Source: an optimization exercise on an open RTL-to-GDS flow (aim: small area and a short achievable clock period). Production flows keep margins and buffers that such runs may drop. In this exercise RTL edits were held to simulation tests only and were not proved equivalent to the original. The flow treats the clock pin as an ideal source. Dropping or thinning the clock tree relies on that and would not hold on a real chip. Power is estimated from default activity; no workload was simulated.

Setup of run 1:
Design video_frame_top, start of the top module:
module video_frame_top
(
   input  logic   clk,
   input  logic   arst_n,
   input  video_pkg::mode_t  mode,
   input  logic   cam_valid,
   input  logic   cam_frame_start,
   input  video_pkg::pixel_t cam_pixel,
   input  logic   copy_start,
   output logic   copy_done,
   output video_pkg::pixel_t vid_pixel,
   output logic   vid_hsync,
   output logic   vid_vsync,
   output logic   vid_blank
);
export LEC_CHECK = 0
export CAP_MARGIN = 20
export CORE_MARGIN = 2
export CORE_UTILIZATION = 65
export PLACE_DENSITY = 0.75
export SETUP_SLACK_MARGIN = 1.9
export SLEW_MARGIN = 20
create_clock -name core_clock -period 3.5 [get_ports {clk}]
standard.sh (not shown) runs the stock make flow with config.mk's settings and CLKGATE_MAP_FILE= SYNTH_SCRIPT=/design/flow/synth_recipe.tcl, a recipe that flattens the netlist after the stock synthesis.
==> flow/flow/run.sh <==
#!/bin/bash
# Standard layout with two extra steps:
#  - before CTS, a hand-built two-level clock tree (flow/pre_cts.tcl)
#    replaces TritonCTS; the rest of the CTS step (legalisation, setup and
#    hold repair) runs as usual;
#  - before detailed placement, each output port's register (and the
#    inverter after it, if any) is moved next to the port's output buffer.
set -euo pipefail
here=$(pwd)
export PRE_DETAIL_PLACE_TCL="$here/flow/out_regs.tcl"
export PRE_CTS_TCL="$here/flow/pre_cts.tcl"
bash standard.sh > "$here/standard.log" 2>&1
Other scripts of this flow, unchanged in this note and not shown: flow/flow/manual_cts.tcl, flow/flow/out_regs.tcl, flow/flow/pre_cts.tcl
## Diff of input files: run 2 against run 1
# run 1
export LEC_CHECK = 0
export CAP_MARGIN = 20
export CORE_MARGIN = 2
export CORE_UTILIZATION = 65
export PLACE_DENSITY = 0.75
export SETUP_SLACK_MARGIN = 1.9
export SLEW_MARGIN = 20
create_clock -name core_clock -period 3.5 [get_ports {clk}]
# run 2
export LEC_CHECK = 0
export CAP_MARGIN = 20
export CORE_MARGIN = 2
export CORE_UTILIZATION = 65
export PLACE_DENSITY = 0.75
export SETUP_SLACK_MARGIN = 1.75
export SLEW_MARGIN = 20
create_clock -name core_clock -period 3.5 [get_ports {clk}]
==> run summary <==
- Run 2 vs. run 1: worst slew slack as a fraction of its limit grew by 2.8 points, power shrank by about 0.46%, post-CTS setup repair buffer count shrank by 26, synthesized-area fraction occupied by adder cells held steady.
- Largest net degree at the start of global routing (run 1 / run 2): 1.15
The inputs of run 3 differ from those of run 2 as listed below.
# run 2
export LEC_CHECK = 0
export CAP_MARGIN = 20
export CORE_MARGIN = 2
export CORE_UTILIZATION = 65
export PLACE_DENSITY = 0.75
export SETUP_SLACK_MARGIN = 1.75
export SLEW_MARGIN = 20
create_clock -name core_clock -period 3.5 [get_ports {clk}]
# run 3
export LEC_CHECK = 0
export CAP_MARGIN = 20
export CORE_MARGIN = 2
export CORE_UTILIZATION = 65
export CTS_CLUSTER_DIAMETER = 80
export CTS_CLUSTER_SIZE = 32
export PLACE_DENSITY = 0.75
export SETUP_SLACK_MARGIN = 1.6
export SLEW_MARGIN = 20
create_clock -name core_clock -period 3.5 [get_ports {clk}]
### Flow results
Run 2 → run 3: final instance area down 0.57%; multi-input gate area in the final layout lost 190 um^2. Run 3 went all the way through the flow, and no timing, DRC or antenna check failed. Compared run 3 against run 2; net switching power within noise. Summary of run 3 over run 2: routed wire length shows a reduction of about 2.1%; shortest period the worst path allows shows an increase of 93 ps; sequential power shows no meaningful change.
No run of this note takes its clock network from TritonCTS; it comes from the design's own scripts or RTL.

========
exp/yarrow:
Another version of the RTL of video_frame_top (not shown whole).
Size in the first run: about 2400 flip-flops, roughly 27 I/O pins.
clock: 3.5 ns
lec_check: 0
cap_margin: 20
core_margin: 2
core_utilization: 65
place_density: 0.75
setup_slack_margin: 1.8
slew_margin: 20
==> flow/flow/pre_cts.tcl <==
# Build the clock tree by hand (see manual_cts.tcl) in place of TritonCTS:
# the clock port feeds four root buffers, each root a group of leaf
# buffers, each leaf a compact cluster of about 36 register clock pins.
source [file join [file dirname [info script]] manual_cts.tcl]
mcts_build 36 4
# the flow's CTS call then only marks the clock as propagated
proc clock_tree_synthesis { args } {
  set_propagated_clock [all_clocks]
  puts "clock tree built by manual_cts.tcl"
}
Scripts as last shown in full above: flow/flow/run.sh
Other scripts of this flow, unchanged in this note and not shown: flow/flow/manual_cts.tcl, flow/flow/out_regs.tcl
exp/yarrow finished every stage and its layout cleared the timing, design-rule and antenna checks.
Changes in exp/lagoon relative to exp/yarrow:
Settings: SETUP_SLACK_MARGIN changed from 1.8 to 1.75.
==> flow/flow/pre_cts.tcl <==
# Build the clock tree by hand (see manual_cts.tcl) in place of TritonCTS:
# the clock port feeds four root buffers, each root a group of leaf
# buffers, each leaf a compact cluster of about 32 register clock pins.
source [file join [file dirname [info script]] manual_cts.tcl]
mcts_build 32 4
# the flow's CTS call then only marks the clock as propagated
proc clock_tree_synthesis { args } {
  set_propagated_clock [all_clocks]
  puts "clock tree built by manual_cts.tcl"
}
exp/lagoon ends up with higher number of cells on the critical path than exp/yarrow does. When the final numbers for exp/yarrow and exp/lagoon were put side by side, the pin count of the biggest net entering global routing turned out to be greater in exp/yarrow. Post-detailed-routing wire length of exp/yarrow is on par with exp/lagoon. Delta (exp/lagoon minus exp/yarrow): insertion delay to the later sink of the worst-skew pair did not really move; clock share of power increased 1.1 points; hold slack moved down.
Setup changes, exp/lagoon to exp/maple
Settings: a change of CORE_UTILIZATION from 65 to 72; a change of PLACE_DENSITY from 0.75 to 0.82.
Findings:
exp/maple gives less area growth from synthesis to layout than exp/lagoon did. exp/maple has setup slack below what exp/lagoon had. The die used by exp/maple is smaller than the one used by exp/lagoon. The flip-flop and latch power of exp/maple and that of exp/lagoon are within noise of each other. Taking exp/lagoon as the reference, in exp/maple final routed wirelength across all metal layers went up by 10%, maximum frequency now sits lower. exp/maple vs exp/lagoon — number of vias per cell after detailed routing climbed by a few percent. exp/maple has global routing met1 resource utilization above what exp/lagoon had. Comparing average detailed-routed wire length per instance for exp/maple and exp/lagoon, the smaller number came from exp/lagoon. Diff exp/lagoon -> exp/maple: DRC marker count from the first detailed-route iteration has increased, total placed cells including tap cells has decreased.
#### Input delta (exp/xenon over exp/maple)
Settings: CORE_UTILIZATION changed from 72 to 65; PLACE_DENSITY changed from 0.82 to 0.75.
==> flow/flow/pre_cts.tcl <==
# Build the clock tree by hand (see manual_cts.tcl) in place of TritonCTS:
# the clock port feeds four root buffers, each root a group of leaf
# buffers, each leaf a compact cluster of about 36 register clock pins.
source [file join [file dirname [info script]] manual_cts.tcl]
mcts_build 36 4
# the flow's CTS call then only marks the clock as propagated
proc clock_tree_synthesis { args } {
  set_propagated_clock [all_clocks]
  puts "clock tree built by manual_cts.tcl"
}
Notes after the runs:
From exp/maple to exp/xenon the numbers moved as follows: synthesized instance count was more or less identical; power fell by 1.9%; starting utilization of the core area went down.
Setup slack on exp/xenon is ahead of exp/maple.
In every run of this note, the design's own scripts or RTL, not TritonCTS, make the clock network.

## separate check: timing with driven ports
How much do the figures lean on ideal ports? The routed layouts below were timed once more, with nothing changed but the port constraints.
Step 1 sets driving cells, clkbuf_16 on the clock port and buf_2 on the other inputs (assumed; they add their load-dependent delay and slew).
Step 2 moves the port delays by t, midway between the first and last clock arrival at a register: inputs arrive t later, outputs are due t later. That takes back most of the time a late clock gives input paths.
Slacks: ideal / step 1 / step 2; pairs: ideal / step 1.
run | t, ns | setup slack, ns | worst hold slack (ns) | pins driven straight from the clock port
run 1 | 0.666 | 1.710 / 1.570 / 1.443 | 0.213 / 0.128 / 0.309 | 4
run 2 | 0.668 | 1.716 / 1.580 / 1.241 | 0.169 / 0.076 / 0.324 | 4
run 3 | 0.673 | 1.623 / 1.489 / 1.274 | 0.159 / 0.064 / 0.306 | 4
exp/yarrow | 0.650 | 1.746 / 1.611 / 1.368 | 0.298 / 0.192 / 0.313 | 4
exp/lagoon | 0.667 | 1.710 / 1.573 / 1.251 | 0.242 / 0.130 / 0.316 | 4
exp/maple | 0.662 | 1.690 / 1.560 / 1.350 | 0.162 / 0.076 / 0.320 | 4
exp/xenon | 0.648 | 1.732 / 1.600 / 1.321 | 0.270 / 0.162 / 0.309 | 4
After both steps every run listed still meets setup and hold. For run 2, which loses most, drivers alone change the setup slack by -0.136 ns; drivers and shift together by -0.475 ns.
